This design comes from an exercise in tuning for small area, a short achievable clock period and few clock cycles per item on the open sky130 flow, not from production work.
The RTL was checked by simulation tests, not by an equivalence proof against the original design.
Power and IR drop assume default switching activity.

==> flow/design.v <==
package cache_pkg;
  typedef logic [9-1:0]  addr_t;   
  typedef logic [8-1:0]  data_t;   
  typedef logic [2-1:0]   tag_t;    
  typedef logic [7-1:0] index_t;  
  typedef enum logic [2:0] {
    line_i = 3'b000,  
    line_s = 3'b001,  
    line_e = 3'b010,  
    line_o = 3'b011,  
    line_m = 3'b100   
  } moesi_e;
  typedef enum logic [2:0] {
    op_none      = 3'd0,
    op_cpu_read  = 3'd1,
    op_cpu_write = 3'd2,
    op_dir_inv   = 3'd3,  
    op_dir_gets  = 3'd4   
  } op_e;
endpackage
module moesi_cache_top
(
  input  logic  clk,
  input  logic  rst_n,
  input  logic  cpu_read_req,
  input  cache_pkg::addr_t cpu_read_addr,
  output logic  cpu_read_ack,
  output cache_pkg::data_t cpu_read_data,
  input  logic  cpu_write_req,
  input  cache_pkg::addr_t cpu_write_addr,
  input  cache_pkg::data_t cpu_write_data,
  output logic  cpu_write_ack,
  output logic  read_s,
  output logic  read_ex,
  output cache_pkg::addr_t cache_req_addr,
  output logic  write_back,
  output cache_pkg::tag_t  wb_tag,
  output cache_pkg::data_t wb_data,
  input  logic  read_s_ack,
  input  logic  read_ex_ack,
  input  cache_pkg::data_t mem_data,
  input  logic  shared,
  input  logic  inv_req,
  input  cache_pkg::addr_t inv_addr,
  output logic  inv_ack,
  input  logic  gets_req,
  input  cache_pkg::addr_t gets_addr,
  output logic  gets_ack,
  output cache_pkg::data_t owned_data
);
  localparam int N = 128;
  logic [N-1:0]     v_mem, d_mem, x_mem;
  cache_pkg::tag_t  tag_mem  [N];
  cache_pkg::data_t data_mem [N];
  logic any_req;
  cache_pkg::addr_t sel_addr;
  assign any_req  = cpu_read_req | cpu_write_req | inv_req | gets_req;
  assign sel_addr = ({9{cpu_read_req}}  & cpu_read_addr)  |
                    ({9{cpu_write_req}} & cpu_write_addr) |
                    ({9{inv_req}}       & inv_addr)       |
                    ({9{gets_req}}      & gets_addr);
  logic [3:0]  rd_hi;
  logic [31:0] rd_lo;
  always_comb begin
    for (int j = 0; j < 4; j++)
      rd_hi[j] = (cpu_read_req  & (cpu_read_addr[6:5]  == j[1:0])) |
                 (cpu_write_req & (cpu_write_addr[6:5] == j[1:0])) |
                 (inv_req       & (inv_addr[6:5]       == j[1:0])) |
                 (gets_req      & (gets_addr[6:5]      == j[1:0]));
    for (int k = 0; k < 32; k++)
      rd_lo[k] = (cpu_read_req  & (cpu_read_addr[4:0]  == k[4:0])) |
                 (cpu_write_req & (cpu_write_addr[4:0] == k[4:0])) |
                 (inv_req       & (inv_addr[4:0]       == k[4:0])) |
                 (gets_req      & (gets_addr[4:0]      == k[4:0]));
  end
  logic [12:0] rd_grp [4];
  logic [12:0] rd_line;
  logic [7:0]  rd_data_a, rd_data_b;
  always_comb begin
    rd_line   = '0;
    rd_data_a = '0;
    rd_data_b = '0;
    for (int j = 0; j < 4; j++) begin
      rd_grp[j] = '0;
      for (int k = 0; k < 32; k++)
        rd_grp[j] = rd_grp[j] | ({13{rd_lo[k]}} &
                    {v_mem[32*j+k], d_mem[32*j+k], x_mem[32*j+k], tag_mem[32*j+k], data_mem[32*j+k]});
      rd_line = rd_line | ({13{rd_hi[j]}} & rd_grp[j]);
      if (j < 2) rd_data_a = rd_data_a | ({8{rd_hi[j]}} & rd_grp[j][7:0]);
      else       rd_data_b = rd_data_b | ({8{rd_hi[j]}} & rd_grp[j][7:0]);
    end
  end
  logic rd_v, rd_d, rd_x;
  assign rd_v = rd_line[12];
  assign rd_d = rd_line[11];
  assign rd_x = rd_line[10];
  logic busy;                             
  logic lk_rd, lk_wr, lk_inv, lk_gets;    
  logic w_rd, w_wr;                       
  cache_pkg::addr_t addr_q;
  cache_pkg::tag_t  l_tx;
  cache_pkg::data_t l_data_a, l_data_b, l_data;
  assign l_data = l_data_a | l_data_b;
  logic l_v, l_d, l_x;
  always_ff @(posedge clk) begin
    addr_q <= sel_addr;
    l_tx   <= rd_line[9:8] ^ sel_addr[8:7];
    l_data_a <= rd_data_a;
    l_data_b <= rd_data_b;
    l_v    <= rd_v;
    l_d    <= rd_d;
    l_x    <= rd_x;
  end
  logic eq, hit, rd_miss, wr_dir, fill_s, fill_x;
  assign eq      = (l_tx == 2'b00);
  assign hit     = l_v & eq;
  assign rd_miss = ~hit;                   
  assign wr_dir  = ~(hit & l_x);           
  assign fill_s  = w_rd & read_s_ack;
  assign fill_x  = w_wr & read_ex_ack;
  always_ff @(posedge clk) begin
    if (!rst_n) begin
      busy    <= 1'b0;
      lk_rd   <= 1'b0;
      lk_wr   <= 1'b0;
      lk_inv  <= 1'b0;
      lk_gets <= 1'b0;
      w_rd    <= 1'b0;
      w_wr    <= 1'b0;
    end else begin
      lk_rd   <= ~busy & cpu_read_req;
      lk_wr   <= ~busy & cpu_write_req;
      lk_inv  <= ~busy & inv_req;
      lk_gets <= ~busy & gets_req;
      w_rd    <= (lk_rd & rd_miss) | (w_rd & ~read_s_ack);
      w_wr    <= (lk_wr & wr_dir)  | (w_wr & ~read_ex_ack);
      busy    <= ~busy ? any_req :
                 ((lk_rd & rd_miss) | (w_rd & ~read_s_ack) |
                  (lk_wr & wr_dir)  | (w_wr & ~read_ex_ack));
    end
  end
  logic wr_hit, we;
  logic v_n, d_n, x_n;
  cache_pkg::data_t data_n;
  assign wr_hit = lk_wr & hit & l_x;
  assign we     = ~rst_n | ((lk_inv | lk_gets) & hit) | wr_hit | fill_s | fill_x;
  assign v_n    = rst_n & ~lk_inv;
  assign d_n    = lk_gets ? l_d : ~w_rd;
  assign x_n    = ~lk_gets & ~(w_rd & shared);
  assign data_n = w_rd ? mem_data : (lk_gets ? l_data : cpu_write_data);
  logic [7:0]   wr_hi;
  logic [15:0]  wr_lo;
  logic [N-1:0] wr_row;
  always_comb begin
    for (int j = 0; j < 8; j++)  wr_hi[j] = ~rst_n | (addr_q[6:4] == j[2:0]);
    for (int k = 0; k < 16; k++) wr_lo[k] = ~rst_n | (addr_q[3:0] == k[3:0]);
    for (int i = 0; i < N; i++)  wr_row[i] = wr_hi[i/16] & wr_lo[i%16];
  end
  for (genvar i = 0; i < N; i++) begin : g_row
    always_ff @(posedge clk) begin
      if (we && wr_row[i]) begin
        v_mem[i]    <= v_n;
        d_mem[i]    <= d_n;
        x_mem[i]    <= x_n;
        tag_mem[i]  <= addr_q[8:7];
        data_mem[i] <= data_n;
      end
    end
  end
  assign cpu_read_ack   = (lk_rd & hit) | fill_s;
  assign cpu_write_ack  = wr_hit | fill_x;
  assign inv_ack        = lk_inv;
  assign gets_ack       = lk_gets;
  assign read_s         = (lk_rd & rd_miss) | w_rd;
  assign read_ex        = (lk_wr & wr_dir) | w_wr;
  assign write_back     = (lk_rd | lk_wr | w_rd | w_wr) & l_v & ~eq;
  assign cache_req_addr = addr_q;
  assign wb_tag         = l_tx ^ addr_q[8:7];
  assign wb_data        = l_data & {8{~lk_inv | (hit & (l_d | l_x))}};
  assign owned_data     = l_data & {8{hit & l_d}};
  assign cpu_read_data  = w_rd ? mem_data : l_data;
endmodule
clock: 7.0 ns
lec_check: 0
cap_margin: 20
core_margin: 2
core_utilization: 60
cts_cluster_diameter: 100
cts_cluster_size: 20
setup_slack_margin: 3.8
slew_margin: 20
run.sh (not shown) runs the stock make flow with config.mk's settings and CLKGATE_MAP_FILE= SYNTH_SCRIPT=/design/flow/synth_recipe.tcl, a recipe that flattens the netlist after the stock synthesis.
The baseline ran to the end with no violations.
Testbench counts at the start, summed over its fixed seeds: cycles 84,376, items 24,000.
Next try:
CTS_CLUSTER_SIZE = 24   (was 20)
SETUP_SLACK_MARGIN = 3.7   (was 3.8)
The changed run went through all stages and came out clean. Worst hold slack improves by 0.015 ns. Clock skew went up by 0.0043 ns. Die area does not change. Global-route usage went down by 0.49 points. Critical path depth went down by 1. Routed wire length went down by a few percent. Total power went down by a few percent. Cell area went down by a few percent. Cell count went down by a few percent.

afterwards: timing with drivers on the ports:
The results above use ideal ports. As a check the final layouts listed here were re-extracted and re-timed, cells and wires unchanged. Step 1 sets driving cells, clkbuf_16 on the clock port and buf_2 on the other inputs (assumed; they add their load-dependent delay and slew). Step 2 times the ports against the registers' clock, not the clock port: input delays grow and output delays shrink by t, the midpoint of the rising clock arrivals with the driver on. Three values: ideal, step 1, step 2; two values: the first two.
run | t, ns | setup slack, ns | latest minus earliest clock arrival (ns)
the first run | 0.790 | 3.398 / 3.355 / 2.565 | 0.037 / 0.037
the second run | 0.774 | 3.196 / 3.236 / 2.463 | 0.036 / 0.035
After both steps every run listed still meets setup and hold. For the first run, which loses most, drivers alone change the setup slack by -0.043 ns; drivers and shift together by -0.833 ns.
